This design comes from an exercise in tuning for small area and a short achievable clock period on the open sky130 flow, not from production work.
RTL that was checked went through simulation tests only; none was proved equivalent to the original.
No functional check of the RTL was part of run 2.
Power figures rest on the tool's default switching activity, not on a simulated workload.

==> design.v <==
`default_nettype none
package fpga_host_pkg;
  localparam int CSR_DATA_W = 32;
  localparam int CSR_ADDR_W = 4;
  localparam int NBF_ADDR_W   = 64;
  localparam int NBF_DATA_W   = 64;
  localparam int NBF_OPCODE_W = 8;
  localparam int NBF_FLITS    = 5;
  localparam logic [CSR_ADDR_W-1:0] CSR_NBF            = 4'h0;
  localparam logic [CSR_ADDR_W-1:0] CSR_HOST_TO_BP     = 4'h4;
  localparam logic [CSR_ADDR_W-1:0] CSR_BP_TO_HOST_CNT = 4'h8;
  localparam logic [CSR_ADDR_W-1:0] CSR_BP_TO_HOST     = 4'hC;
  localparam logic [NBF_OPCODE_W-1:0] OP_WRITE32 = 8'h02;
  localparam logic [NBF_OPCODE_W-1:0] OP_WRITE64 = 8'h03;
  localparam logic [NBF_OPCODE_W-1:0] OP_FENCE   = 8'hFE;
  localparam logic [NBF_OPCODE_W-1:0] OP_FINISH  = 8'hFF;
  localparam logic [1:0] SIZE_32 = 2'd2;
  localparam logic [1:0] SIZE_64 = 2'd3;
  typedef logic [CSR_DATA_W-1:0] word_t;
  typedef struct packed {
    logic [NBF_OPCODE_W-1:0] opcode;
    logic [NBF_ADDR_W-1:0]   addr;
    logic [NBF_DATA_W-1:0]   data;
  } nbf_pkt_t;
endpackage
`default_nettype wire
`timescale 1ns/1ps
`default_nettype none
import fpga_host_pkg::*;
module fpga_host #(
  parameter int MMIO_ELS       = 16,
  parameter int NBF_MAX_WRITES = 4
) (
  input  wire                                   clk,
  input  wire                                   reset,
  input  wire                                   psel_i,
  input  wire                                   penable_i,
  input  wire                                   pwrite_i,
  input  wire [fpga_host_pkg::CSR_ADDR_W-1:0]   paddr_i,
  input  wire fpga_host_pkg::word_t             pwdata_i,
  output fpga_host_pkg::word_t                  prdata_o,
  output logic                                  pready_o,
  output logic                                  pslverr_o,
  output logic                                  wr_valid_o,
  input  wire                                   wr_ready_i,
  output logic [fpga_host_pkg::NBF_ADDR_W-1:0]  wr_addr_o,
  output logic [fpga_host_pkg::NBF_DATA_W-1:0]  wr_data_o,
  output logic [1:0]                            wr_size_o,
  input  wire                                   wr_done_i,
  output logic                                  bp_in_valid_o,
  input  wire                                   bp_in_ready_i,
  output fpga_host_pkg::word_t                  bp_in_data_o,
  input  wire                                   bp_out_valid_i,
  output logic                                  bp_out_ready_o,
  input  wire fpga_host_pkg::word_t             bp_out_data_i
);
  localparam int PKT_W = 2 + 4 * CSR_DATA_W;
  logic setup, access;
  logic hit_nbf, hit_h2b, hit_cnt, hit_b2h;
  assign setup   = psel_i & ~penable_i;
  assign access  = psel_i &  penable_i;
  assign hit_nbf = (paddr_i == CSR_NBF);
  assign hit_h2b = (paddr_i == CSR_HOST_TO_BP);
  assign hit_cnt = (paddr_i == CSR_BP_TO_HOST_CNT);
  assign hit_b2h = (paddr_i == CSR_BP_TO_HOST);
  logic [4:0]      dsel_q;      
  logic            dfull_q;     
  logic [31:0]           dw_q [4];    
  logic [1:0]      dcls_q;
  logic            flit_fire;
  logic            pkt_fire;
  logic            dfull_n;
  logic            qfull_q;
  assign flit_fire = access & pwrite_i & hit_nbf & ~dfull_q;
  assign pkt_fire  = dfull_q & ~qfull_q;
  assign dfull_n   = ~reset & ((dfull_q & qfull_q) | (flit_fire & dsel_q[4]));
  always_ff @(posedge clk) begin
    if (reset) begin
      dsel_q  <= 5'b00001;
      dfull_q <= 1'b0;
    end else begin
      dfull_q <= dfull_n;
      if (flit_fire) dsel_q <= {dsel_q[3:0], dsel_q[4]};
    end
  end
  always_ff @(posedge clk) begin
    for (int k = 0; k < 4; k++) begin
      if (!dfull_q && dsel_q[k]) dw_q[k] <= pwdata_i;
    end
    if (!dfull_q && dsel_q[4]) begin
      dcls_q[1] <= (pwdata_i[7:0] == OP_WRITE32) | (pwdata_i[7:0] == OP_WRITE64);
      dcls_q[0] <= (pwdata_i[7:0] == OP_WRITE64) | (pwdata_i[7:0] == OP_FENCE);
    end
  end
  logic [PKT_W-1:0] qmem [16];
  logic [3:0]       qwr_q;
  logic [4:0]       qcnt_q;
  logic             qne_q;
  logic             q_pop;
  logic [PKT_W-1:0] qhead;
  logic [15:0]      qrd_oh_q;   
  logic [1:0]       hcls_q;     
  logic [1:0]       ncls;       
  always_ff @(posedge clk) begin
    for (int i = 0; i < 16; i++) begin
      if (!qfull_q && qwr_q == 4'(i)) qmem[i] <= {dcls_q, dw_q[3], dw_q[2], dw_q[1], dw_q[0]};
    end
  end
  always_comb begin
    qhead = '0;
    for (int i = 0; i < 16; i++) qhead = qhead | (qmem[i] & {PKT_W{qrd_oh_q[i]}});
  end
  always_comb begin
    ncls = '0;
    for (int i = 0; i < 16; i++) ncls = ncls | (qmem[i][PKT_W-1:PKT_W-2] & {2{qrd_oh_q[(i+15)%16]}});
  end
  always_ff @(posedge clk) begin
    if (q_pop) begin
      hcls_q <= (qcnt_q != 5'd1) ? ncls : dcls_q;
    end else if (!qne_q) begin
      hcls_q <= dcls_q;
    end
  end
  always_ff @(posedge clk) begin
    if (reset) begin
      qwr_q   <= '0;
      qrd_oh_q <= 16'd1;
      qcnt_q  <= '0;
      qne_q   <= 1'b0;
      qfull_q <= 1'b0;
    end else begin
      if (pkt_fire) qwr_q <= qwr_q + 1'b1;
      if (q_pop) qrd_oh_q <= {qrd_oh_q[14:0], qrd_oh_q[15]};
      case ({pkt_fire, q_pop})
        2'b10: begin
          qcnt_q  <= qcnt_q + 1'b1;
          qne_q   <= 1'b1;
          qfull_q <= (qcnt_q == 5'd15);
        end
        2'b01: begin
          qcnt_q  <= qcnt_q - 1'b1;
          qne_q   <= (qcnt_q != 5'd1);
          qfull_q <= 1'b0;
        end
        default: ;
      endcase
    end
  end
  logic [2:0] cred_q;
  logic       w64_q;
  logic       launch, retire, can_issue, drained, load_wr;
  logic       h_wr, h_x;
  assign h_wr = hcls_q[1];
  assign h_x  = hcls_q[0];
  assign launch    = wr_valid_o & wr_ready_i;
  assign retire    = wr_done_i & (cred_q != 3'd0);
  assign can_issue = ~wr_valid_o & ~cred_q[2];
  assign drained   = ~wr_valid_o & (cred_q == 3'd0);
  assign load_wr   = qne_q & h_wr & can_issue;
  assign q_pop     = qne_q & (h_wr ? can_issue : (~h_x | drained));
  always_ff @(posedge clk) begin
    if (reset) begin
      wr_valid_o <= 1'b0;
    end else if (load_wr) begin
      wr_valid_o <= 1'b1;
    end else if (launch) begin
      wr_valid_o <= 1'b0;
    end
  end
  always_ff @(posedge clk) begin
    if (!wr_valid_o) begin
      wr_addr_o          <= qhead[4*CSR_DATA_W-1:2*CSR_DATA_W];
      wr_data_o[31:0]    <= qhead[CSR_DATA_W-1:0];
      wr_data_o[63:32]   <= h_x ? qhead[2*CSR_DATA_W-1:CSR_DATA_W] : qhead[CSR_DATA_W-1:0];
      w64_q              <= h_x;
    end
  end
  assign wr_size_o = {1'b1, w64_q};
  always_ff @(posedge clk) begin
    if (reset) begin
      cred_q <= '0;
    end else begin
      case ({launch, retire})
        2'b10:   cred_q <= cred_q + 1'b1;
        2'b01:   cred_q <= cred_q - 1'b1;
        default: ;
      endcase
    end
  end
  logic [31:0]      hmem [15];
  logic [3:0] hwr_q;
  logic [14:0] hrd_oh_q;   
  logic [4:0] hcnt_q;
  logic       hfull_q;
  logic       hfull_n;
  logic       h_push, h_pop, h_one, h_from_in, h_from_ring, h_ring_push;
  logic [31:0]      hring_head;
  assign h_push      = access & pwrite_i & hit_h2b & ~hfull_q;
  assign h_pop       = bp_in_ready_i & bp_in_valid_o;
  assign h_one       = (hcnt_q == 5'd1);
  assign h_from_in   = h_push & (~bp_in_valid_o | (h_one & h_pop));
  assign h_from_ring = h_pop & ~h_one;
  assign h_ring_push = h_push & ~h_from_in;
  assign hfull_n     = ~reset & ((hfull_q & ~h_pop) | ((hcnt_q == 5'd15) & h_push & ~h_pop));
  always_comb begin
    hring_head = '0;
    for (int i = 0; i < 15; i++) hring_head = hring_head | (hmem[i] & {CSR_DATA_W{hrd_oh_q[i]}});
  end
  always_ff @(posedge clk) begin
    for (int i = 0; i < 15; i++) begin
      if (!hfull_q && hwr_q == 4'(i)) hmem[i] <= pwdata_i;
    end
    if (h_from_in) begin
      bp_in_data_o <= pwdata_i;
    end else if (h_from_ring) begin
      bp_in_data_o <= hring_head;
    end
  end
  always_ff @(posedge clk) begin
    if (reset) begin
      hwr_q         <= '0;
      hrd_oh_q      <= 15'd1;
      hcnt_q        <= '0;
      bp_in_valid_o <= 1'b0;
      hfull_q       <= 1'b0;
    end else begin
      if (h_ring_push) hwr_q <= (hwr_q == 4'd14) ? 4'd0 : hwr_q + 1'b1;
      if (h_from_ring) hrd_oh_q <= {hrd_oh_q[13:0], hrd_oh_q[14]};
      hfull_q <= hfull_n;
      case ({h_push, h_pop})
        2'b10: begin
          hcnt_q        <= hcnt_q + 1'b1;
          bp_in_valid_o <= 1'b1;
        end
        2'b01: begin
          hcnt_q        <= hcnt_q - 1'b1;
          bp_in_valid_o <= ~h_one;
        end
        default: ;
      endcase
    end
  end
  logic [31:0]      bmem [16];
  logic [3:0] bwr_q;
  logic [15:0] brd_oh_q;   
  logic [4:0] bcnt_q;
  logic       bne_q;
  logic       b_push, b_pop;
  logic [31:0]      bhead;
  assign b_push = bp_out_valid_i & bp_out_ready_o;
  assign b_pop  = setup & ~pwrite_i & hit_b2h & bne_q;
  always_ff @(posedge clk) begin
    for (int i = 0; i < 16; i++) begin
      if (bp_out_ready_o && bwr_q == 4'(i)) bmem[i] <= bp_out_data_i;
    end
  end
  always_comb begin
    bhead = '0;
    for (int i = 0; i < 16; i++) bhead = bhead | (bmem[i] & {CSR_DATA_W{brd_oh_q[i]}});
  end
  always_ff @(posedge clk) begin
    if (reset) begin
      bwr_q          <= '0;
      brd_oh_q       <= 16'd1;
      bcnt_q         <= '0;
      bne_q          <= 1'b0;
      bp_out_ready_o <= 1'b1;
    end else begin
      if (b_push) bwr_q <= bwr_q + 1'b1;
      if (b_pop)  brd_oh_q <= {brd_oh_q[14:0], brd_oh_q[15]};
      case ({b_push, b_pop})
        2'b10: begin
          bcnt_q         <= bcnt_q + 1'b1;
          bne_q          <= 1'b1;
          bp_out_ready_o <= (bcnt_q != 5'd15);
        end
        2'b01: begin
          bcnt_q         <= bcnt_q - 1'b1;
          bne_q          <= (bcnt_q != 5'd1);
          bp_out_ready_o <= 1'b1;
        end
        default: ;
      endcase
    end
  end
  always_ff @(posedge clk) begin
    pready_o  <= ~(pwrite_i & ((hit_nbf & dfull_n) | (hit_h2b & hfull_n)));
    pslverr_o <= ~(hit_nbf | hit_h2b | hit_cnt | hit_b2h) | (pwrite_i & (hit_cnt | hit_b2h));
    if (pwrite_i) begin
      prdata_o <= '0;
    end else if (hit_cnt) begin
      prdata_o <= CSR_DATA_W'(bcnt_q);
    end else if (hit_b2h && bne_q) begin
      prdata_o <= bhead;
    end else begin
      prdata_o <= '0;
    end
  end
endmodule
`default_nettype wire
==> run.sh <==
#!/bin/bash
# synth_recipe.tcl (not shown) runs the flow's synth.tcl, then flattens the netlist and writes it again
# the make line also repeats each setting of config.mk as NAME=value (left out here)
make -C /OpenROAD-flow-scripts/flow DESIGN_CONFIG=/design/flow/config.mk WORK_HOME=/design/flow/orfs CLKGATE_MAP_FILE= SYNTH_SCRIPT=/design/flow/synth_recipe.tcl finish
==> config.mk <==
export PLATFORM = sky130hd
export DESIGN_NAME = fpga_host
export DESIGN_NICKNAME = fpga_host
export VERILOG_FILES = /design/flow/design.v
export SDC_FILE = /design/flow/constraint.sdc
export NUM_CORES = 4
export LEC_CHECK = 0
export ABC_CLOCK_PERIOD_IN_PS = 2300
export CAP_MARGIN = 20
export CORE_MARGIN = 2
export CORE_UTILIZATION = 55
export CTS_CLUSTER_DIAMETER = 80
export CTS_CLUSTER_SIZE = 24
export SETUP_SLACK_MARGIN = 1.8
export SLEW_MARGIN = 20
==> constraint.sdc <==
create_clock -name core_clock -period 4.2 [get_ports {clk}]
set_input_delay 0.8400 -clock core_clock [delete_from_list [all_inputs] [get_ports {clk}]]
set_output_delay 0.8400 -clock core_clock [all_outputs]
set_load 0.01 [all_outputs]
==> results.toml, run 1 <==
[clock_tree]
ctsHoldBuffers = 0
cts_buffers = 167
htree_levels = 4
tritoncts = "done"
clk_latency_ns = 0.88
clockBufferDepth = 3
cts.sinks = 3489
root_buffer = "clkbuf_16"
clk_pin_slew_worst_paths_ns = 0.09

[synthesis]
post-synth-top-area-cell = "edfxtp_1"
synth_top_family_by_area = "compound AO/OA/AOI/OAI gates"
netlist_area_um2 = 123000
synth_compound_area_frac = 0.112
yosys.area_share.simple = 0.0219
synth_fa_ha_area_frac = 0.00259
synth_edf_count = 3365
synth_area_per_cell_um2 = 20.0
synthXorXnorAreaFrac = 0.00114
synth-seq-area-share = 0.839
synth_ff_type = "edfxtp_1"
synth_area_leaders = "edfxtp_1 82%, a221oi_1 4.6%, a22o_1 4.6%"
synth_seq_cells = 3489
synth.top_cell.area_share = 0.818
muxShareOfSynthArea = 0.0100
yosysUniqueCellTypes = 65
ys_warn_count = 5
synth_fp_nets = 6282
synthCells = 6180
synthArstFlopShare = 0

[power_and_ir_drop]
power.clock.fraction = 0.285
combPwrFrac = 0.087
totalPowerFinal_mw = 63.4
power_density_nw_per_um2 = 463
p_int_mw = 48.8
power.switching_mw = 14.6
seqPwrFrac = 0.628
p_leak_nw = 42.8
p_sw_frac = 0.230
vdd_drop_max_mv = 0.493

[die]
rows = 173
ios = 276
die_width_um = 478
start_util = 0.554
core-area_um2 = 223000
die_h_um = 478
die_area_um2 = 228000

[grt]
overflow = 0
grt_pass1_wl_um = 503000
antenna_found_initial = 27
grt_max_degree = 93
grt_use_total = 0.313
grt_pass1_vias = 64500

[place]
portBuffers = 274
dpl.cell_count = 9255
dp_hpwl_um = 182000
placed_area_um2 = 131000
gp_congestion = 0.778

[sta]
worstMarginPinSlew_ns = 1.17
slew_violations = 0
rsz0062_at_grt = "true"
maxSlewHeadroom = 0.217
tns_ns = 0
clock_skew_ns = 0.0271
period_share = 0.593
hold_violations = 0
setup_violations = 0
fmax_mhz = 401
period_needed_ns = 2.49

[worst_setup_path]
worstPathRequired_ns = 3.36
crit_path_max_incr_delay_ns = 0.58
critPathArrivalTime_ns = 1.65
worstPathMaxFanout = 1
path_cells = "buf_6"
ff2ff_setup_slack_ns = 1.79
critPathBufInv = 1
cp-start-kind = "flop"
slowest_stage = "edfxtp_1"
cp.depth = 1
endpoint_kind = "output port"
crit_type = "flop to output port"
crit_family = "flip-flops"
r2r_cells = 8

[layout]
post-route-util = 0.615
final_common_cell = "edfxtp_1"
fin_nets = 6670
drive_gt1_frac = 0.132
final_area_um2 = 137000
fin_cells = 9632
mostFrequentLayoutCells = "3365 x edfxtp_1, 654 x a221oi_1, 653 x a22o_1, 243 x buf_4, 183 x a22oi_1"
syn_to_final_growth_pct = 11.0

[drt]
drtIter0Drc = 9654
ant_nets = 0
dr.pass1.iters = 6
route.detailed.drc = 0
vias = 67500
wl_um = 369000
viasPerCell = 7.01
routedWlPerCell_um = 38.4

[outcome]
status = "no timing/DRC/antenna violations"

[run]
max_cap_viol_count = 0

[min_path]
min_path_type = "primary input to flop"
hold_depth = 3
sequential cells by signal, summed over array words and instances, names as in the netlist, 2 cells and up:
register      flops
wr_data_o        64
hmem            480
dsel_q            5
qmem           2080
prdata_o         32
hwr_q             4
hcls_q            2
bwr_q             4
hrd_oh_q         15
qrd_oh_q         16
hcnt_q            5
cred_q            3
wr_addr_o        64
dw_q            128
bcnt_q            5
bp_in_data_o     32
dcls_q            2
qwr_q             4
qcnt_q            5
brd_oh_q         16
bmem            512
routing by layer:
| layer | wire, um | global-route usage | vias up |
|---|---|---|---|
| met3 | 34900 | 0.0444 | 427 |
| met2 | 177000 | 0.507 | 3770 |
| met5 | 102 | 0 | - |
| met1 | 147000 | 0.452 | 36300 |
| met4 | 10300 | 0.0768 | 14 |
| li1 | - | - | 27100 |
path summary, 6_finish.rpt:
kind,startpoint,endpoint
max,wr_data_o[29],wr_data_o[29]
min reg2reg,hrd_oh_q[10],hrd_oh_q[11]
min,paddr_i[3],pslverr_o
max reg2reg,hcnt_q[1],bp_in_data_o[15]
Yosys cell counts, types with 12 or more instances:
| master | instances |
|---|---|
| a21oi_1 | 38 |
| a221oi_1 | 654 |
| a222oi_1 | 32 |
| a22o_1 | 653 |
| a22oi_1 | 183 |
| a31oi_1 | 29 |
| and2_1 | 24 |
| and3_1 | 65 |
| buf_1 | 55 |
| buf_2 | 17 |
| clkbuf_1 | 327 |
| dfxtp_1 | 124 |
| edfxtp_1 | 3365 |
| ha_1 | 24 |
| inv_1 | 32 |
| mux2_2 | 36 |
| mux2_4 | 30 |
| mux2i_1 | 38 |
| nand2_1 | 59 |
| nand4_1 | 167 |
| nor2_1 | 87 |
| nor3_1 | 12 |
| o21ai_0 | 15 |
timing repair:
item                                     CTS  global route
resized for setup                        644            61
endpoints found under the setup margin  1008          1166
setup buffers                             36            63
pin swaps                                 14            21
cloned                                     5            15
cells by family after synthesis:
logic type / Yosys count
xor gates and xnor gates: 16
and+or+nand+nor: 480
DFF: 3489
muxes: 104
buffers and inverters: 439
adders and majority gates: 25
AOI/OAI and AO/OA: 1626
other: 1
power by group through the flow:
stage | Combinational, mW | Clock, mW | Sequential, mW
CTS | 5.34 | 18.3 | 39.8
global placement | 5.55 | 0 | 40.6
finish | 5.50 | 18.1 | 39.8
floorplan | 2.49 | 0 | 40.2
detailed placement | 5.58 | 0 | 40.7
global route | 5.77 | 19.4 | 39.9
per-stage QoR:
step / setup WS [ns] / hold WS (ns)
floorplan: 1.02 / 0.424
global placement: 0.658 / 0.456
detailed placement: 0.650 / 0.463
CTS: 1.50 / 0.476
global route: 1.68 / 0.273
finish: 1.71 / 0.285
layout make-up:
class	instances	area [um^2]
Sequential cell	3489	104000
Antenna cell	14	35.0
Inverter	32	131
Multi-Input combinational cell	2267	18800
Tap cell	2975	3720
Clock buffer	216	4410
Fill cell	15600	85700
Clock inverter	28	295
Timing Repair Buffer	611	6030
==> inputs of run 2 (changes only) <==
--- a/design.v
+++ b/design.v
@@ -96,2 +96,3 @@
   logic [3:0]       qwr_q;
+  logic [15:0]      qwe_q;      
   logic [4:0]       qcnt_q;
@@ -105,3 +106,3 @@
     for (int i = 0; i < 16; i++) begin
-      if (!qfull_q && qwr_q == 4'(i)) qmem[i] <= {dcls_q, dw_q[3], dw_q[2], dw_q[1], dw_q[0]};
+      if (qwe_q[i]) qmem[i] <= {dcls_q, dw_q[3], dw_q[2], dw_q[1], dw_q[0]};
     end
@@ -126,2 +127,3 @@
       qwr_q   <= '0;
+      qwe_q   <= 16'd1;
       qrd_oh_q <= 16'd1;
@@ -132,2 +134,6 @@
       if (pkt_fire) qwr_q <= qwr_q + 1'b1;
+      for (int i = 0; i < 16; i++) begin
+        qwe_q[i] <= ((pkt_fire ? qwr_q + 1'b1 : qwr_q) == 4'(i)) &
+                    ~(pkt_fire & ~q_pop & (qcnt_q == 5'd15)) & ~(qfull_q & ~q_pop);
+      end
       if (q_pop) qrd_oh_q <= {qrd_oh_q[14:0], qrd_oh_q[15]};
@@ -189,13 +195,17 @@
   end
-  logic [31:0]      hmem [15];
-  logic [3:0] hwr_q;
+  logic [31:0] hmem [15];
+  logic [3:0]  hwr_q;
+  logic [14:0] hwe_q;      
   logic [14:0] hrd_oh_q;   
-  logic [4:0] hcnt_q;
-  logic       hfull_q;
-  logic       hfull_n;
-  logic       h_push, h_pop, h_one, h_from_in, h_from_ring, h_ring_push;
-  logic [31:0]      hring_head;
+  logic [15:0] hth_q;      
+  logic [15:0] hth_n;
+  logic        hfull_q, hfull_n;
+  logic        h_push, h_pop, h_up, h_dn, h_one, h_from_in, h_from_ring, h_ring_push;
+  logic [31:0] hring_head;
+  assign hfull_q     = hth_q[15];
   assign h_push      = access & pwrite_i & hit_h2b & ~hfull_q;
   assign h_pop       = bp_in_ready_i & bp_in_valid_o;
-  assign h_one       = (hcnt_q == 5'd1);
+  assign h_up        = h_push & ~h_pop;
+  assign h_dn        = h_pop & ~h_push;
+  assign h_one       = hth_q[0] & ~hth_q[1];
   assign h_from_in   = h_push & (~bp_in_valid_o | (h_one & h_pop));
@@ -203,3 +213,4 @@
   assign h_ring_push = h_push & ~h_from_in;
-  assign hfull_n     = ~reset & ((hfull_q & ~h_pop) | ((hcnt_q == 5'd15) & h_push & ~h_pop));
+  assign hth_n       = reset ? '0 : h_up ? {hth_q[14:0], 1'b1} : h_dn ? {1'b0, hth_q[15:1]} : hth_q;
+  assign hfull_n     = hth_n[15];
   always_comb begin
@@ -210,8 +221,6 @@
     for (int i = 0; i < 15; i++) begin
-      if (!hfull_q && hwr_q == 4'(i)) hmem[i] <= pwdata_i;
+      if (hwe_q[i]) hmem[i] <= pwdata_i;
     end
-    if (h_from_in) begin
-      bp_in_data_o <= pwdata_i;
-    end else if (h_from_ring) begin
-      bp_in_data_o <= hring_head;
+    if (h_from_in || h_from_ring) begin
+      bp_in_data_o <= (!bp_in_valid_o || h_one) ? pwdata_i : hring_head;
     end
@@ -219,37 +228,41 @@
   always_ff @(posedge clk) begin
+    hth_q         <= hth_n;
+    bp_in_valid_o <= hth_n[0];
     if (reset) begin
       hwr_q         <= '0;
+      hwe_q         <= 15'd1;
       hrd_oh_q      <= 15'd1;
-      hcnt_q        <= '0;
-      bp_in_valid_o <= 1'b0;
-      hfull_q       <= 1'b0;
     end else begin
       if (h_ring_push) hwr_q <= (hwr_q == 4'd14) ? 4'd0 : hwr_q + 1'b1;
+      for (int i = 0; i < 15; i++) begin
+        hwe_q[i] <= (h_ring_push ? (hwr_q == 4'((i + 14) % 15)) : (hwr_q == 4'(i))) & ~hfull_n;
+      end
       if (h_from_ring) hrd_oh_q <= {hrd_oh_q[13:0], hrd_oh_q[14]};
-      hfull_q <= hfull_n;
-      case ({h_push, h_pop})
-        2'b10: begin
-          hcnt_q        <= hcnt_q + 1'b1;
-          bp_in_valid_o <= 1'b1;
-        end
-        2'b01: begin
-          hcnt_q        <= hcnt_q - 1'b1;
-          bp_in_valid_o <= ~h_one;
-        end
-        default: ;
-      endcase
     end
   end
-  logic [31:0]      bmem [16];
-  logic [3:0] bwr_q;
+  logic [31:0] bmem [16];
+  logic [3:0]  bwr_q;
+  logic [15:0] bwe_q;      
   logic [15:0] brd_oh_q;   
-  logic [4:0] bcnt_q;
-  logic       bne_q;
-  logic       b_push, b_pop;
-  logic [31:0]      bhead;
+  logic [15:0] bth_q;      
+  logic [15:0] bth_n;
+  logic [4:0]  bcnt;
+  logic        bne_q;
+  logic        b_push, b_pop, b_up, b_dn;
+  logic [31:0] bhead;
+  assign bne_q  = bth_q[0];
   assign b_push = bp_out_valid_i & bp_out_ready_o;
   assign b_pop  = setup & ~pwrite_i & hit_b2h & bne_q;
+  assign b_up   = b_push & ~b_pop;
+  assign b_dn   = b_pop & ~b_push;
+  assign bth_n  = reset ? '0 : b_up ? {bth_q[14:0], 1'b1} : b_dn ? {1'b0, bth_q[15:1]} : bth_q;
+  always_comb begin
+    bcnt = '0;
+    for (int k = 0; k < 16; k++) begin
+      if (bth_q[k]) bcnt = 5'(k + 1);
+    end
+  end
   always_ff @(posedge clk) begin
     for (int i = 0; i < 16; i++) begin
-      if (bp_out_ready_o && bwr_q == 4'(i)) bmem[i] <= bp_out_data_i;
+      if (bwe_q[i]) bmem[i] <= bp_out_data_i;
     end
@@ -261,24 +274,14 @@
   always_ff @(posedge clk) begin
+    bth_q          <= bth_n;
+    bp_out_ready_o <= ~bth_n[15];
     if (reset) begin
       bwr_q          <= '0;
+      bwe_q          <= 16'd1;
       brd_oh_q       <= 16'd1;
-      bcnt_q         <= '0;
-      bne_q          <= 1'b0;
-      bp_out_ready_o <= 1'b1;
     end else begin
       if (b_push) bwr_q <= bwr_q + 1'b1;
+      for (int i = 0; i < 16; i++) begin
+        bwe_q[i] <= (b_push ? (bwr_q == 4'((i + 15) % 16)) : (bwr_q == 4'(i))) & ~bth_n[15];
+      end
       if (b_pop)  brd_oh_q <= {brd_oh_q[14:0], brd_oh_q[15]};
-      case ({b_push, b_pop})
-        2'b10: begin
-          bcnt_q         <= bcnt_q + 1'b1;
-          bne_q          <= 1'b1;
-          bp_out_ready_o <= (bcnt_q != 5'd15);
-        end
-        2'b01: begin
-          bcnt_q         <= bcnt_q - 1'b1;
-          bne_q          <= (bcnt_q != 5'd1);
-          bp_out_ready_o <= 1'b1;
-        end
-        default: ;
-      endcase
     end
@@ -291,3 +294,3 @@
     end else if (hit_cnt) begin
-      prdata_o <= CSR_DATA_W'(bcnt_q);
+      prdata_o <= CSR_DATA_W'(bcnt);
     end else if (hit_b2h && bne_q) begin
==> run 2 against run 1 <==
Net effect: still clean on timing, DRC and antenna; synthesized area increased by 1.6%; global-route usage decreased by 0.48 points; synthesized cell count increased by 4.4%.
==> results.toml, run 2 <==
[worst_setup_path]
critPathBufInv = 1
crit_path_max_incr_delay_ns = 0.55
cp-start-kind = "flop"
critPathArrivalTime_ns = 1.63
worstPathMaxFanout = 1
slowest_stage = "edfxtp_1"
crit_family = "flip-flops"
crit_type = "flop to output port"
path_cells = "buf_2"
endpoint_kind = "output port"
worstPathRequired_ns = 3.36

[place]
portBuffers = 274
dp_hpwl_um = 182000
preCtsSetupSlack_ns = 0.678
gp_congestion = 0.766

[die]
die_area_um2 = 232000
die_h_um = 482
rows = 175
die_width_um = 482
ios = 276
start_util = 0.553
core-area_um2 = 227000

[grt]
grt_use_total = 0.308
grt_pass1_vias = 65900
overflow = 0
grt_pass1_wl_um = 502000
grt_max_degree = 85
antenna_found_initial = 31

[synthesis]
synth_edf_count = 3365
synth-seq-area-share = 0.836
synthArstFlopShare = 0
synth_seq_cells = 3555
synth_ff_type = "edfxtp_1"
synthCells = 6453
ys_top_cells_by_count = "3365 x edfxtp_1, 683 x a221oi_1, 680 x a22o_1"
yosysUniqueCellTypes = 76
post-synth-top-area-cell = "edfxtp_1"
ys_warn_count = 5
synth_area_leaders = "edfxtp_1 81%, a221oi_1 4.8%, a22o_1 4.7%"
synth.top_cell.area_share = 0.805
synth_fp_nets = 6547
netlist_area_um2 = 125000
yosysMostFrequentCell = "edfxtp_1"
synth_area_per_cell_um2 = 19.4

[clock_tree]
root_buffer = "clkbuf_16"
clk_latency_ns = 0.88
cts.sinks = 3555
ctsHoldBuffers = 0
tritoncts = "done"
clockBufferDepth = 3
clk_pin_slew_worst_paths_ns = 0.10
cts_buffers = 169
htree_levels = 4

[sta]
rsz0062_at_grt = "true"
maxSlewHeadroom = 0.177
period_needed_ns = 2.47
fmax_mhz = 404
worstMarginPinSlew_ns = 1.23
tns_ns = 0
hold_violations = 0
slew_violations = 0
clock_skew_ns = 0.0274
fin_ws_ns = 1.73
setup_violations = 0
period_share = 0.589

[power_and_ir_drop]
power_density_nw_per_um2 = 468
p_leak_nw = 42.8
vdd_drop_max_mv = 0.429

[drt]
ant_nets = 0
drtIter0Drc = 9037
routedWlPerCell_um = 37.0
viasPerCell = 6.95
dr.pass1.iters = 5
vias = 68500
wl_um = 364000
route.detailed.drc = 0

[outcome]
status = "no timing/DRC/antenna violations"

[min_path]
min_path_type = "primary input to flop"

[layout]
fillers = 16300
final_common_cell = "edfxtp_1"
fin_nets = 6814
largest_register_ffs = 2080
drive_gt1_frac = 0.107
largest-register = "qmem"
mostFrequentLayoutCells = "3365 x edfxtp_1, 681 x a221oi_1, 680 x a22o_1, 188 x buf_4, 179 x clkbuf_16"
top_regs = "qmem: 2080 flops, bmem: 512 flops, hmem: 480 flops"
syn_to_final_growth_pct = 9.95

[run]
max_cap_viol_count = 0
run 2: area by class of cell:
class / instances / area (um^2) / share of cell area
inverters: 30 / 119 / 0.000861
flip-flops and latches: 3555 / 105000 / 0.761
clock buffers: 253 / 4730 / 0.0343
well taps: 3009 / 3760 / 0.0273
repair buffers: 527 / 5050 / 0.0366
diodes: 18 / 45.0 / 0.000326
multi-input cells: 2437 / 19000 / 0.138
clock inverters: 22 / 234 / 0.00170
run 2: per-stage QoR:
stage | hold slack [ns] | cells | util | power (mW) | cell area (um^2)
3_3_place_gp | 0.461 | 9528 | 0.585 | 46.7 | 133000
4_1_cts | 0.378 | 9817 | 0.606 | 64.6 | 138000
3_5_place_dp | 0.465 | 9528 | 0.585 | 46.7 | 133000
5_1_grt | 0.432 | 9839 | 0.608 | 66.3 | 138000
6_report | 0.445 | 9851 | 0.608 | 64.6 | 138000
2_1_floorplan | 0.425 | 6453 | - | 43.4 | 126000
run 2: worst paths after layout:
kind / start / endpoint / slack (ns) / depth (start not counted)
worst max-delay path: bp_in_data_o[4] / bp_in_data_o[4] / 1.73 / 1
worst min-delay path: paddr_i[3] / pslverr_o / 0.44 / 3
worst max register to register: qrd_oh_q[13] / wr_addr_o[42] / 1.75 / 4
worst min register to register: hrd_oh_q[0] / hrd_oh_q[1] / 0.47 / 2
run 2: what timing repair did:
item	in CTS	in global routing
resized for setup	623	11
endpoints found under the setup margin	251	71
buffers inserted	13	14
cloned	1	2
pin swaps	4	7
run 2: kinds of logic after synthesis:
| kind of cell | count (synthesis) | share of synthesized area |
|---|---|---|
| AO/OA/AOI/OAI | 1742 | 0.116 |
| multiplexers | 73 | 0.00619 |
| AND/OR/NAND/NOR | 593 | 0.0258 |
| adder cells (fa/ha/maj) | 17 | 0.00175 |
| other | 1 | 0.0000299 |
| XOR/XNOR | 11 | 0.000768 |
| flip-flops | 3555 | 0.836 |
| buffers and inverters | 461 | 0.0144 |
run 2: layer usage:
layer	wire length, um	up-vias	track usage
li1	-	27800	-
met1	145000	36800	0.438
met2	178000	3496	0.507
met3	31200	440	0.0409
met4	9910	20	0.0802
met5	128	-	0
run 2: power breakdown:
part	total, mW	leakage (nW)	internal, mW	switching, mW
sequential	40.2	32.4	39.4	0.745
clock	18.7	2.40	8.02	10.7
combinational	5.67	7.94	2.37	3.31
total	64.6	42.8	49.8	14.8
==> inputs of run 3 (changes only) <==
--- a/design.v
+++ b/design.v
@@ -57,2 +57,8 @@
   localparam int PKT_W = 2 + 4 * CSR_DATA_W;
+  function automatic logic [4:0] inc5(input logic [4:0] c);
+    inc5 = c ^ {&c[3:0], &c[2:0], &c[1:0], c[0], 1'b1};
+  endfunction
+  function automatic logic [4:0] dec5(input logic [4:0] c);
+    dec5 = c ^ {~|c[3:0], ~|c[2:0], ~|c[1:0], ~c[0], 1'b1};
+  endfunction
   logic setup, access;
@@ -135,3 +141,3 @@
       for (int i = 0; i < 16; i++) begin
-        qwe_q[i] <= ((pkt_fire ? qwr_q + 1'b1 : qwr_q) == 4'(i)) &
+        qwe_q[i] <= (pkt_fire ? (qwr_q == 4'((i + 15) % 16)) : (qwr_q == 4'(i))) &
                     ~(pkt_fire & ~q_pop & (qcnt_q == 5'd15)) & ~(qfull_q & ~q_pop);
@@ -141,3 +147,3 @@
         2'b10: begin
-          qcnt_q  <= qcnt_q + 1'b1;
+          qcnt_q  <= inc5(qcnt_q);
           qne_q   <= 1'b1;
@@ -146,3 +152,3 @@
         2'b01: begin
-          qcnt_q  <= qcnt_q - 1'b1;
+          qcnt_q  <= dec5(qcnt_q);
           qne_q   <= (qcnt_q != 5'd1);
@@ -195,17 +201,15 @@
   end
-  logic [31:0] hmem [15];
-  logic [3:0]  hwr_q;
+  logic [31:0]      hmem [15];
+  logic [3:0] hwr_q;
   logic [14:0] hwe_q;      
   logic [14:0] hrd_oh_q;   
-  logic [15:0] hth_q;      
-  logic [15:0] hth_n;
-  logic        hfull_q, hfull_n;
-  logic        h_push, h_pop, h_up, h_dn, h_one, h_from_in, h_from_ring, h_ring_push;
-  logic [31:0] hring_head;
-  assign hfull_q     = hth_q[15];
+  logic [4:0] hcnt_q;
+  logic       hfull_q;
+  logic       hfull_n;
+  logic       h_one_q;     
+  logic       h_push, h_pop, h_one, h_from_in, h_from_ring, h_ring_push;
+  logic [31:0]      hring_head;
   assign h_push      = access & pwrite_i & hit_h2b & ~hfull_q;
   assign h_pop       = bp_in_ready_i & bp_in_valid_o;
-  assign h_up        = h_push & ~h_pop;
-  assign h_dn        = h_pop & ~h_push;
-  assign h_one       = hth_q[0] & ~hth_q[1];
+  assign h_one       = h_one_q;
   assign h_from_in   = h_push & (~bp_in_valid_o | (h_one & h_pop));
@@ -213,4 +217,3 @@
   assign h_ring_push = h_push & ~h_from_in;
-  assign hth_n       = reset ? '0 : h_up ? {hth_q[14:0], 1'b1} : h_dn ? {1'b0, hth_q[15:1]} : hth_q;
-  assign hfull_n     = hth_n[15];
+  assign hfull_n     = ~reset & ((hfull_q & ~h_pop) | ((hcnt_q == 5'd15) & h_push & ~h_pop));
   always_comb begin
@@ -224,3 +227,3 @@
     if (h_from_in || h_from_ring) begin
-      bp_in_data_o <= (!bp_in_valid_o || h_one) ? pwdata_i : hring_head;
+      bp_in_data_o <= (!bp_in_valid_o || h_one_q) ? pwdata_i : hring_head;
     end
@@ -228,4 +231,2 @@
   always_ff @(posedge clk) begin
-    hth_q         <= hth_n;
-    bp_in_valid_o <= hth_n[0];
     if (reset) begin
@@ -234,2 +235,6 @@
       hrd_oh_q      <= 15'd1;
+      hcnt_q        <= '0;
+      h_one_q       <= 1'b0;
+      bp_in_valid_o <= 1'b0;
+      hfull_q       <= 1'b0;
     end else begin
@@ -240,26 +245,28 @@
       if (h_from_ring) hrd_oh_q <= {hrd_oh_q[13:0], hrd_oh_q[14]};
+      hfull_q <= hfull_n;
+      case ({h_push, h_pop})
+        2'b10: begin
+          hcnt_q        <= inc5(hcnt_q);
+          h_one_q       <= ~bp_in_valid_o;
+          bp_in_valid_o <= 1'b1;
+        end
+        2'b01: begin
+          hcnt_q        <= dec5(hcnt_q);
+          h_one_q       <= (hcnt_q == 5'd2);
+          bp_in_valid_o <= ~h_one;
+        end
+        default: ;
+      endcase
     end
   end
-  logic [31:0] bmem [16];
-  logic [3:0]  bwr_q;
+  logic [31:0]      bmem [16];
+  logic [3:0] bwr_q;
   logic [15:0] bwe_q;      
   logic [15:0] brd_oh_q;   
-  logic [15:0] bth_q;      
-  logic [15:0] bth_n;
-  logic [4:0]  bcnt;
-  logic        bne_q;
-  logic        b_push, b_pop, b_up, b_dn;
-  logic [31:0] bhead;
-  assign bne_q  = bth_q[0];
+  logic [4:0] bcnt_q;
+  logic       bne_q;
+  logic       b_push, b_pop;
+  logic [31:0]      bhead;
   assign b_push = bp_out_valid_i & bp_out_ready_o;
   assign b_pop  = setup & ~pwrite_i & hit_b2h & bne_q;
-  assign b_up   = b_push & ~b_pop;
-  assign b_dn   = b_pop & ~b_push;
-  assign bth_n  = reset ? '0 : b_up ? {bth_q[14:0], 1'b1} : b_dn ? {1'b0, bth_q[15:1]} : bth_q;
-  always_comb begin
-    bcnt = '0;
-    for (int k = 0; k < 16; k++) begin
-      if (bth_q[k]) bcnt = 5'(k + 1);
-    end
-  end
   always_ff @(posedge clk) begin
@@ -274,4 +281,2 @@
   always_ff @(posedge clk) begin
-    bth_q          <= bth_n;
-    bp_out_ready_o <= ~bth_n[15];
     if (reset) begin
@@ -280,2 +285,5 @@
       brd_oh_q       <= 16'd1;
+      bcnt_q         <= '0;
+      bne_q          <= 1'b0;
+      bp_out_ready_o <= 1'b1;
     end else begin
@@ -283,5 +291,19 @@
       for (int i = 0; i < 16; i++) begin
-        bwe_q[i] <= (b_push ? (bwr_q == 4'((i + 15) % 16)) : (bwr_q == 4'(i))) & ~bth_n[15];
+        bwe_q[i] <= (b_push ? (bwr_q == 4'((i + 15) % 16)) : (bwr_q == 4'(i))) &
+                    ~(b_push & ~b_pop & (bcnt_q == 5'd15)) & ~(~bp_out_ready_o & ~b_pop);
       end
       if (b_pop)  brd_oh_q <= {brd_oh_q[14:0], brd_oh_q[15]};
+      case ({b_push, b_pop})
+        2'b10: begin
+          bcnt_q         <= inc5(bcnt_q);
+          bne_q          <= 1'b1;
+          bp_out_ready_o <= (bcnt_q != 5'd15);
+        end
+        2'b01: begin
+          bcnt_q         <= dec5(bcnt_q);
+          bne_q          <= (bcnt_q != 5'd1);
+          bp_out_ready_o <= 1'b1;
+        end
+        default: ;
+      endcase
     end
@@ -294,3 +316,3 @@
     end else if (hit_cnt) begin
-      prdata_o <= CSR_DATA_W'(bcnt);
+      prdata_o <= CSR_DATA_W'(bcnt_q);
     end else if (hit_b2h && bne_q) begin
==> flow/run.sh (new file) <==
#!/bin/bash
# The standard layout (the standard.sh, standard synthesis unchanged) with two changes:
# - the resizer may pick any cell size, not only same-footprint ones;
# - before detailed placement, each output port's buffer is put next to its pin and the
#   register feeding it right behind the buffer (flow/pull_out_regs.tcl).
set -euo pipefail
export PRE_DETAIL_PLACE_TCL="$PWD/flow/pull_out_regs.tcl"
bash standard.sh MATCH_CELL_FOOTPRINT=0 PRE_DETAIL_PLACE_TCL="$PWD/flow/pull_out_regs.tcl" finish > standard_flow.log 2>&1
==> flow/pull_out_regs.tcl (new file) <==
# Before detailed placement: put each output port's buffer next to its pin, and the
# flip-flop that feeds that buffer right behind it, so the register-to-port wire is short.
# Detailed placement then legalizes the moved cells.
set block [ord::get_db_block]
set core [$block getCoreArea]
set cx0 [$core xMin]; set cy0 [$core yMin]; set cx1 [$core xMax]; set cy1 [$core yMax]
set step 4000
set moved 0
proc clampv {v lo hi} { expr {$v < $lo ? $lo : ($v > $hi ? $hi : $v)} }
foreach bt [$block getBTerms] {
  if {[$bt getIoType] ne "OUTPUT"} continue
  set net [$bt getNet]
  if {$net eq "NULL"} continue
  set buf ""
  foreach it [$net getITerms] { if {[$it isOutputSignal]} { set buf [$it getInst] } }
  if {$buf eq ""} continue
  set flop ""
  foreach it [$buf getITerms] {
    if {![$it isInputSignal]} continue
    set n2 [$it getNet]
    if {$n2 eq "NULL"} continue
    foreach it2 [$n2 getITerms] {
      if {[$it2 isOutputSignal]} {
        set c [$it2 getInst]
        if {[string match "*__*df*" [[$c getMaster] getName]]} { set flop $c }
      }
    }
  }
  set bb [$bt getBBox]
  set px [expr {([$bb xMin] + [$bb xMax]) / 2}]
  set py [expr {([$bb yMin] + [$bb yMax]) / 2}]
  # inward direction from the nearest die edge
  set dx 0; set dy 0
  set dl [expr {$px - $cx0}]; set dr [expr {$cx1 - $px}]
  set db [expr {$py - $cy0}]; set dt [expr {$cy1 - $py}]
  set m [expr {min($dl, $dr, $db, $dt)}]
  if {$m == $dl} { set dx 1 } elseif {$m == $dr} { set dx -1 } elseif {$m == $db} { set dy 1 } else { set dy -1 }
  set bx [clampv $px $cx0 [expr {$cx1 - 10000}]]
  set by [clampv $py $cy0 [expr {$cy1 - 3000}]]
  $buf setLocation [expr {$bx + $dx * $step}] [expr {$by + $dy * $step}]
  if {$flop ne ""} {
    $flop setLocation [expr {$bx + $dx * 3 * $step}] [expr {$by + $dy * 3 * $step}]
    incr moved
  }
}
puts "pull_out_regs: moved $moved output registers next to their port buffers"
==> standard.sh (new file) <==
#!/bin/bash
# synth_recipe.tcl (not shown) runs the flow's synth.tcl, then flattens the netlist and writes it again
# the make line also repeats each setting of config.mk as NAME=value (left out here)
make -C /OpenROAD-flow-scripts/flow DESIGN_CONFIG=/design/flow/config.mk WORK_HOME=/design/flow/orfs CLKGATE_MAP_FILE= SYNTH_SCRIPT=/design/flow/synth_recipe.tcl "${@:-finish}"
--- a/config.mk
+++ b/config.mk
@@ -7,9 +7,9 @@
 export LEC_CHECK = 0
-export ABC_CLOCK_PERIOD_IN_PS = 2300
+export ABC_CLOCK_PERIOD_IN_PS = 2000
 export CAP_MARGIN = 20
 export CORE_MARGIN = 2
-export CORE_UTILIZATION = 55
+export CORE_UTILIZATION = 65
 export CTS_CLUSTER_DIAMETER = 80
 export CTS_CLUSTER_SIZE = 24
-export SETUP_SLACK_MARGIN = 1.8
+export SETUP_SLACK_MARGIN = 2.2
 export SLEW_MARGIN = 20
removed: run.sh
==> run 3 against run 2 <==
Net effect: core utilization grew 14 points; maximum frequency grew 8.1%; still clean; highest routed layer unchanged; clock skew is 0.0070 ns lower; setup slack improved by 0.18 ns; largest cell class unchanged; synthesized area is 0.88% lower; critical path depth stayed put.
==> results.toml, run 3 <==
[outcome]
status = "no timing/DRC/antenna violations"

[place]
portBuffers = 274
gp_congestion = 0.786
dp_hpwl_um = 177000

[power_and_ir_drop]
power_density_nw_per_um2 = 464
vdd_drop_max_mv = 0.471
totalPowerFinal_mw = 65.6
p_leak_nw = 44.9

[synthesis]
ys_warn_count = 5
synthArstFlopShare = 0
synth-seq-area-share = 0.840
synth_edf_count = 3365
synthXorXnorAreaFrac = 0.00148
synthCells = 6287
synth.top_cell.area_share = 0.812
yosys.area_share.simple = 0.0232
post-synth-top-area-cell = "edfxtp_1"
yosysMostFrequentCell = "edfxtp_1"
netlist_area_um2 = 124000
synth_fp_nets = 6379
synth_compound_area_frac = 0.114
synth_top_family_by_area = "compound AO/OA/AOI/OAI gates"
synth_fa_ha_area_frac = 0.00157
synth_ff_type = "edfxtp_1"
synth_area_per_cell_um2 = 19.8
synth_seq_cells = 3537
muxShareOfSynthArea = 0.00646
yosysUniqueCellTypes = 59
ys_top_cells_by_count = "3365 x edfxtp_1, 685 x a22o_1, 680 x a221oi_1"
synth_area_leaders = "edfxtp_1 81%, a22o_1 4.8%, a221oi_1 4.8%"

[worst_setup_path]
cp-start-kind = "flop"
critPathBufInv = 1
crit_type = "flop to output port"
crit_family = "flip-flops"
worstPathRequired_ns = 3.36
path_cells = "clkbuf_2"
critPathArrivalTime_ns = 1.45
crit_path_max_incr_delay_ns = 0.42
worstPathMaxFanout = 1
slowest_stage = "edfxtp_1"
endpoint_kind = "output port"

[clock_tree]
clockBufferDepth = 3
clk_pin_slew_worst_paths_ns = 0.09
root_buffer = "clkbuf_16"
ctsHoldBuffers = 0
clk_latency_ns = 0.87
htree_levels = 4
cts_buffers = 165
cts.sinks = 3537
tritoncts = "done"

[drt]
drtIter0Drc = 11100
route.detailed.drc = 0
vias = 70700
routedWlPerCell_um = 40.3
viasPerCell = 7.52
wl_um = 379000
dr.pass1.iters = 6
ant_nets = 0

[layout]
mostFrequentLayoutCells = "3365 x edfxtp_1, 685 x a22o_1, 474 x a221oi_1, 253 x buf_4, 210 x clkbuf_16"
fillers = 10800
multi_input_area_um2 = 20300
drive_gt1_frac = 0.196
fin_nets = 6897
syn_to_final_growth_pct = 13.6
top_regs = "qmem: 2080 flops, bmem: 512 flops, hmem: 480 flops"
final_common_cell = "edfxtp_1"
largest_register_ffs = 2080
seq_area_um2 = 105000
largest-register = "qmem"

[grt]
grt_use_total = 0.381
grt_max_degree = 68
grt_pass1_vias = 66800
grt_pass1_wl_um = 513000
overflow = 0
antenna_found_initial = 26

[die]
die_h_um = 441
die_width_um = 441
ios = 276
start_util = 0.654
rows = 160
die_area_um2 = 195000
core-area_um2 = 190000

[sta]
setup_violations = 0
tns_ns = 0
maxSlewHeadroom = 0.147
period_share = 0.545
worstMarginPinSlew_ns = 1.28
rsz0062_at_grt = "true"
slew_violations = 0
hold_violations = 0
clock_skew_ns = 0.0204
fmax_mhz = 437
period_needed_ns = 2.29

[min_path]
min_path_type = "primary input to flop"

[run]
max_cap_viol_count = 0
## run 3: metrics by stage
stage / util / hold WS [ns] / cells / worst slack (ns) / cell area (um^2)
2_1_floorplan: - / 0.445 / 6287 / 1.10 / 125000
3_3_place_gp: 0.690 / 0.458 / 8861 / 0.544 / 131000
3_5_place_dp: 0.691 / 0.467 / 8862 / 0.443 / 131000
4_1_cts: 0.733 / 0.148 / 9317 / 1.87 / 139000
5_1_grt: 0.743 / 0.178 / 9389 / 1.88 / 141000
6_report: 0.743 / 0.177 / 9397 / 1.91 / 141000
## run 3: logic make-up (layout without fill, tap and decap cells)
group / after synthesis / in the layout
AO/OA/AOI/OAI: 1680 / 1681
XOR/XNOR: 21 / 21
adder cells (fa/ha/maj): 15 / 15
buffers and inverters: 441 / 1027
flip-flops: 3537 / 3537
multiplexers: 76 / 76
other: 1 / 13
AND/OR/NAND/NOR: 516 / 516
## run 3: power by group
group | internal (mW) | leakage, nW | total, mW | switching (mW)
Sequential | 39.3 | 32.3 | 39.7 | 0.430
Clock | 7.72 | 2.26 | 18.0 | 10.3
Combinational | 3.29 | 10.3 | 7.89 | 4.60
Total | 50.3 | 44.9 | 65.6 | 15.3
## run 3: final timing paths
path | end | slack (ns) | from | cells after the start
hold / removal | pslverr_o | 0.18 | paddr_i[1] | 2
setup / recovery | wr_data_o[39] | 1.91 | wr_data_o[39] | 1
hold reg to reg | dsel_q[4] | 0.48 | dsel_q[4] | 2
setup reg to reg | qcnt_q[2] | 2.03 | hcls_q[1] | 11
## run 3: metal layers
metal  up-vias  global-route usage  share of wire
met5         -                   0        0.00027
met4        16               0.154          0.046
met3       815              0.0745           0.13
met2      5450               0.594           0.47
met1     36700               0.541           0.36
li1      27700                   -              -
## run 3: repair_timing
item / CTS / global route
cloned: 35 / 16
setup buffers: 184 / 51
endpoints found under the hold margin: 0 / 0
gates resized for setup: 769 / 223
pin swaps: 88 / 106
setup endpoints to repair: 632 / 322
## run 3: cell type report
type	instances	area share
flip-flops and latches	3537	0.741
inverters	22	0.000726
clock inverters	4	0.000345
clock buffers	232	0.0326
diodes	12	0.000212
multi-input cells	2310	0.143
repair buffers	769	0.0596
well taps	2511	0.0222
## run 3: worst register-to-register path, stage by stage, from the launching register on
cell and delay [ns]:
edfxtp_1 0.43, buf_6 0.15, nor3b_4 0.22, a31oi_4 0.06, buf_12 0.15, clkinv_4 0.04, ha_4 0.14, buf_6 0.11
or3b_4 0.38, a21oi_2 0.17, xnor2_1 0.14, nor2_1 0.05
==> inputs of run 4 (changes only) <==
--- a/config.mk
+++ b/config.mk
@@ -7,3 +7,3 @@
 export LEC_CHECK = 0
-export ABC_CLOCK_PERIOD_IN_PS = 2000
+export ABC_CLOCK_PERIOD_IN_PS = 2200
 export CAP_MARGIN = 20
@@ -13,3 +13,3 @@
 export CTS_CLUSTER_SIZE = 24
-export SETUP_SLACK_MARGIN = 2.2
+export SETUP_SLACK_MARGIN = 1.95
 export SLEW_MARGIN = 20
==> run 4 against run 3 <==
Net effect: clock power about the same; core utilization fell by 2.3 points; maximum frequency shrank 0.35%; largest power group unchanged.
==> results.toml, run 4 <==
[worst_setup_path]
worstPathMaxFanout = 7
startpoint = "paddr_i[0]"
crit_type = "primary input to flop"
worstPathRequired_ns = 4.95
r2r_cells = 5
critPathArrivalTime_ns = 3.04
rr_startpoint = "qrd_oh_q[1]"
endpoint_kind = "flop"
cp-start-kind = "primary input"

[die]
core-area_um2 = 190000
ios = 276
die_area_um2 = 195000
die_h_um = 441
start_util = 0.654
die_width_um = 441
rows = 160

[synthesis]
synth-seq-area-share = 0.840
synth_ff_type = "edfxtp_1"
synth_edf_count = 3365
ys_warn_count = 5
netlist_area_um2 = 124000
ys_top_cells_by_count = "3365 x edfxtp_1, 685 x a22o_1, 680 x a221oi_1"
synthCells = 6287
yosysUniqueCellTypes = 59
post-synth-top-area-cell = "edfxtp_1"
yosysMostFrequentCell = "edfxtp_1"
synth_area_leaders = "edfxtp_1 81%, a22o_1 4.8%, a221oi_1 4.8%"
synth.top_cell.area_share = 0.812
synth_fp_nets = 6379
synthArstFlopShare = 0
synth_seq_cells = 3537
synth_area_per_cell_um2 = 19.8

[grt]
overflow = 0
grt_pass1_vias = 65700
antenna_found_initial = 30
grt_use_total = 0.369
grt_pass1_wl_um = 499000
grt_max_degree = 81

[drt]
drtIter0Drc = 10200
vias = 69400
routedWlPerCell_um = 39.2
dr.pass1.iters = 6
wl_um = 362000
viasPerCell = 7.51
ant_nets = 0
route.detailed.drc = 0

[place]
dp_hpwl_um = 176000
gp_congestion = 0.784
preCtsSetupSlack_ns = 0.543
portBuffers = 274

[clock_tree]
ctsHoldBuffers = 0
cts_buffers = 165
cts.sinks = 3537
root_buffer = "clkbuf_16"
clockBufferDepth = 3
htree_levels = 4
tritoncts = "done"
clk_latency_ns = 0.86
clk_pin_slew_worst_paths_ns = 0.09

[min_path]
hold_depth = 2
min_path_type = "primary input to flop"
min_from = "paddr_i[0]"

[layout]
largest-register = "qmem"
fillers = 11500
post-route-util = 0.720
fin_nets = 6723
drive_gt1_frac = 0.128
top_regs = "qmem: 2080 flops, bmem: 512 flops, hmem: 480 flops"
final_common_cell = "edfxtp_1"
mostFrequentLayoutCells = "3365 x edfxtp_1, 685 x a22o_1, 677 x a221oi_1, 215 x buf_4, 180 x clkbuf_16"
syn_to_final_growth_pct = 10.1
largest_register_ffs = 2080

[sta]
clock_skew_ns = 0.0215
period_share = 0.547
worstMarginPinSlew_ns = 1.25
tns_ns = 0
maxSlewHeadroom = 0.169
slew_violations = 0
rsz0062_at_grt = "true"
fmax_mhz = 435
fin_ws_ns = 1.90
setup_violations = 0
period_needed_ns = 2.30
hold_violations = 0

[power_and_ir_drop]
power_density_nw_per_um2 = 469
p_leak_nw = 43.2
vdd_drop_max_mv = 0.383

[outcome]
status = "no timing/DRC/antenna violations"

[run]
max_cap_viol_count = 0
run 4: cell counts after synthesis:
No cell type changed its count.
run 4: path summary, 6_finish.rpt:
kind	slack [ns]	endpoint
worst max-delay path	1.90	bcnt_q[4]
worst min-delay path	0.18	pslverr_o
worst max register to register	1.92	wr_addr_o[51]
worst min register to register	0.48	dsel_q[4]
run 4: what timing repair did:
item | 4_1_cts | 5_1_grt
pin swaps | 27 | 16
buffers inserted | 67 | 38
cloned | 3 | 1
resized for setup | 410 | 34
setup endpoints to repair | 407 | 202
run 4: where the power goes:
group          total [mW]  internal (mW)  switching, mW
clock network        18.0           7.76           10.2
registers            39.7           39.3          0.481
logic                6.41           2.43           3.98
total                64.1           49.5           14.7
run 4: kinds of logic (layout without fill, tap and decap cells):
group / after synthesis / count (layout) / share of synthesized area
AOI/OAI and AO/OA: 1680 / 1680 / 0.114
xor gates and xnor gates: 21 / 21 / 0.00148
DFF: 3537 / 3537 / 0.840
other: 1 / 19 / 0.0000301
muxes: 76 / 76 / 0.00646
and+or+nand+nor: 516 / 516 / 0.0232
buffers and inverters: 441 / 863 / 0.0135
adders and majority gates: 15 / 15 / 0.00157
run 4: layer usage:
layer	GRT usage	share of wire	vias up
met3	0.0562	0.12	621
met5	0	0.00033	-
met1	0.535	0.37	36400
met2	0.589	0.48	4975
li1	-	-	27300
met4	0.114	0.034	14
run 4: area by class of cell:
cell class              instances  area [um^2]  share of cell area
diodes                         18         45.0            0.000329
clock buffers                 243         4690              0.0342
clock inverters                 2         13.8            0.000101
inverters                      22         97.6            0.000713
multi-input cells            2309        18600               0.136
flip-flops and latches       3537       105000               0.765
well taps                    2511         3140              0.0230
repair buffers                595         5670              0.0414
repair inverters                1         5.00           0.0000366
run 4: metrics by stage:
| stage | power [mW] | std cells | hold slack (ns) | cell area [um^2] |
|---|---|---|---|---|
| 2_1_floorplan | 43.2 | 6287 | 0.428 | 125000 |
| 3_3_place_gp | 46.6 | 8866 | 0.459 | 131000 |
| 3_5_place_dp | 46.7 | 8866 | 0.467 | 131000 |
| 4_1_cts | 64.0 | 9181 | 0.224 | 136000 |
| 5_1_grt | 65.6 | 9226 | 0.150 | 137000 |
| 6_report | 64.1 | 9238 | 0.176 | 137000 |
run 4: worst max-delay path: stages:
cell and delay (ns):
buf_8 0.10, or4b_4 0.55, nor4_4 0.40, ha_4 0.23
or3b_4 0.42, nor4_4 0.28, o21a_1 0.19, nor3_2 0.04
==> inputs of run 5 (changes only) <==
--- a/config.mk
+++ b/config.mk
@@ -7,3 +7,3 @@
 export LEC_CHECK = 0
-export ABC_CLOCK_PERIOD_IN_PS = 2200
+export ABC_CLOCK_PERIOD_IN_PS = 2100
 export CAP_MARGIN = 20
@@ -11,5 +11,5 @@
 export CORE_UTILIZATION = 65
-export CTS_CLUSTER_DIAMETER = 80
-export CTS_CLUSTER_SIZE = 24
-export SETUP_SLACK_MARGIN = 1.95
+export CTS_CLUSTER_DIAMETER = 70
+export CTS_CLUSTER_SIZE = 32
+export SETUP_SLACK_MARGIN = 2.05
 export SLEW_MARGIN = 20
==> run 5 against run 4 <==
Net effect: die area unchanged; sequential share of layout area shrank 0.47 points; largest cell class unchanged; maximum frequency shrank 1.1%; core utilization grew 0.46 points; setup slack worse by 0.026 ns; clock power rose by 3%; worst hold slack got worse by 0.0023 ns; synthesized area stayed put; first-iteration DRC count decreased by 0.38%.
==> results.toml, run 5 <==
[grt]
grt_pass1_vias = 65800
grt_use_total = 0.369
antenna_found_initial = 33
overflow = 0
grt_pass1_wl_um = 500000
grt_max_degree = 91

[sta]
whs_ns = 0.173
tns_ns = 0
hold_violations = 0
fmax_mhz = 430
setup_violations = 0
period_share = 0.553
slew_violations = 0
rsz0062_at_grt = "true"
period_needed_ns = 2.32
maxSlewHeadroom = 0.165
worstMarginPinSlew_ns = 1.25
clock_skew_ns = 0.0327
fin_ws_ns = 1.88

[clock_tree]
cts.sinks = 3537
root_buffer = "clkbuf_16"
clockBufferDepth = 3
clk_pin_slew_worst_paths_ns = 0.11
cts_buffers = 147
ctsHoldBuffers = 0
clk_latency_ns = 0.88
tritoncts = "done"
htree_levels = 4

[place]
preCtsSetupSlack_ns = 0.523
dp_hpwl_um = 175000
portBuffers = 274
gp_congestion = 0.782

[power_and_ir_drop]
power_density_nw_per_um2 = 472
power.switching_mw = 15.4
p_sw_frac = 0.236
p_leak_nw = 43.2
p_int_mw = 49.6
seqPwrFrac = 0.611
power.clock.fraction = 0.287
vdd_drop_max_mv = 0.520
combPwrFrac = 0.103

[synthesis]
synth_edf_count = 3365
yosysUniqueCellTypes = 59
netlist_area_um2 = 124000
yosysMostFrequentCell = "edfxtp_1"
synthArstFlopShare = 0
synth_fp_nets = 6379
synth_area_per_cell_um2 = 19.8
ys_top_cells_by_count = "3365 x edfxtp_1, 685 x a22o_1, 680 x a221oi_1"
synth_ff_type = "edfxtp_1"
synth_seq_cells = 3537
synthCells = 6287
post-synth-top-area-cell = "edfxtp_1"
synth.top_cell.area_share = 0.812
synth-seq-area-share = 0.840
synth_area_leaders = "edfxtp_1 81%, a22o_1 4.8%, a221oi_1 4.8%"
ys_warn_count = 5

[die]
rows = 160
ios = 276
die_width_um = 441
die_area_um2 = 195000
start_util = 0.654
core-area_um2 = 190000
die_h_um = 441

[drt]
ant_nets = 0
viasPerCell = 7.49
routedWlPerCell_um = 39.1
drtIter0Drc = 10200
vias = 69500
dr.pass1.iters = 6
wl_um = 363000
route.detailed.drc = 0

[worst_setup_path]
startpoint = "wr_data_o[42]"
crit_family = "flip-flops"
critPathBufInv = 1
worstPathMaxFanout = 1
worstPathRequired_ns = 3.36
r2r_cells = 9
cp.depth = 1
slowest_stage = "edfxtp_1"
cp-start-kind = "flop"
ff2ff_setup_slack_ns = 1.93
path_cells = "buf_6"
endpoint_kind = "output port"
rr_startpoint = "hcls_q[1]"
reg2reg_to = "qfull_q"
crit_type = "flop to output port"
crit_path_max_incr_delay_ns = 0.46
critPathArrivalTime_ns = 1.48
endpoint = "wr_data_o[42]"

[layout]
largest-register = "qmem"
largest_register_ffs = 2080
top_regs = "qmem: 2080 flops, bmem: 512 flops, hmem: 480 flops"
drive_gt1_frac = 0.153
fin_nets = 6736
mostFrequentLayoutCells = "3365 x edfxtp_1, 685 x a22o_1, 671 x a221oi_1, 235 x buf_4, 173 x clkbuf_16"
syn_to_final_growth_pct = 10.8
final_common_cell = "edfxtp_1"

[min_path]
min_path_type = "primary input to flop"

[run]
max_cap_viol_count = 0

[outcome]
status = "no timing/DRC/antenna violations"
==> run 5: worst min path at each step <==
stage | startpoint | depth (start not counted) | end | slack [ns]
2_1_floorplan | dsel_q[1] | 2 | dsel_q[1] | 0.44
3_3_place_gp | dsel_q[4] | 2 | dsel_q[4] | 0.46
3_5_place_dp | dsel_q[4] | 2 | dsel_q[4] | 0.48
4_1_cts | paddr_i[0] | 2 | pslverr_o | 0.25
5_1_grt | paddr_i[0] | 2 | pslverr_o | 0.18
6_report | paddr_i[0] | 2 | pslverr_o | 0.17
==> run 5: per-stage QoR <==
step | area [um^2] | total power [mW] | util | cells
3_3_place_gp | 131000 | 46.5 | 0.690 | 8859
3_5_place_dp | 131000 | 46.7 | 0.690 | 8859
2_1_floorplan | 125000 | 43.2 | - | 6287
4_1_cts | 137000 | 64.7 | 0.720 | 9216
6_report | 138000 | 65.0 | 0.724 | 9284
5_1_grt | 138000 | 66.4 | 0.724 | 9272
==> run 5: per-layer routing <==
metal / up-vias / global-route usage / wire (um)
met5: - / 0.00220 / 195
met4: 20 / 0.125 / 13400
met3: 608 / 0.0649 / 42800
met2: 5032 / 0.586 / 174000
met1: 36400 / 0.528 / 133000
li1: 27400 / - / -
==> run 5: power by group through the flow <==
stage | clock, mW | combinational, mW | sequential [mW]
final | 18.6 | 6.66 | 39.7
after global routing | 19.8 | 6.85 | 39.8
after CTS | 18.7 | 6.34 | 39.7
after detailed placement | 0 | 5.96 | 40.8
after global placement | 0 | 5.44 | 41.1
after floorplan | 0 | 2.56 | 40.7
==> run 5: cell families after synthesis <==
logic type / synth area share
compound gates: 0.114
xor+xnor: 0.00148
fa+ha+maj: 0.00157
buf+inv: 0.0135
flops: 0.840
mux: 0.00646
other cells: 0.0000301
simple gates: 0.0232
==> run 5: worst reg2reg max path, stage by stage (launching register included) <==
cell	delay (ns)
edfxtp_1	0.43
buf_4	0.16
o21bai_4	0.18
a31oi_4	0.22
buf_12	0.14
clkinv_4	0.04
ha_4	0.17
nand4b_1	0.20
or4b_4	0.51
a21oi_1	0.14
==> run 5: repair_timing <==
| item | CTS | global route |
|---|---|---|
| resized for setup | 529 | 91 |
| endpoints found under the setup margin | 462 | 284 |
| setup buffers | 94 | 40 |
| pin swaps | 28 | 34 |
| gates cloned | 6 | 7 |
==> run 5: layout make-up <==
| class | count | area, um^2 |
|---|---|---|
| Antenna cell | 21 | 52.6 |
| Sequential cell | 3537 | 105000 |
| Timing Repair Buffer | 626 | 5990 |
| Tap cell | 2511 | 3140 |
| Fill cell | 11200 | 52400 |
| Multi-Input combinational cell | 2310 | 18800 |
| Inverter | 22 | 103 |
| Clock buffer | 180 | 4150 |
| Clock inverter | 77 | 876 |

port drivers added, routing unchanged:
How much do the figures lean on ideal ports? The routed layouts below were timed once more, with nothing changed but the port constraints.
Step 1 assumes that a clkbuf_16 drives the clock port and a buf_2 every other input.
Step 2 also shifts input and output timing later by t, the mid clock arrival at the registers, as if the neighbouring blocks saw the same clock.
Three values: no drivers, after step 1, after step 2; two values: the first two.
| run | t (ns) | setup WS [ns] | clock arrival spread, ns |
|---|---|---|---|
| run 1 | 0.962 | 1.708 / 1.605 / 1.112 | 0.044 / 0.043 |
| run 2 | 0.946 | 1.727 / 1.638 / 0.983 | 0.040 / 0.041 |
| run 3 | 0.954 | 1.911 / 1.814 / 1.185 | 0.028 / 0.028 |
| run 4 | 0.950 | 1.903 / 1.820 / 1.010 | 0.025 / 0.025 |
| run 5 | 0.956 | 1.877 / 1.785 / 1.152 | 0.038 / 0.038 |
After both steps every run listed still meets setup and hold. For run 4, which loses most, drivers alone change the setup slack by -0.083 ns; drivers and shift together by -0.893 ns.
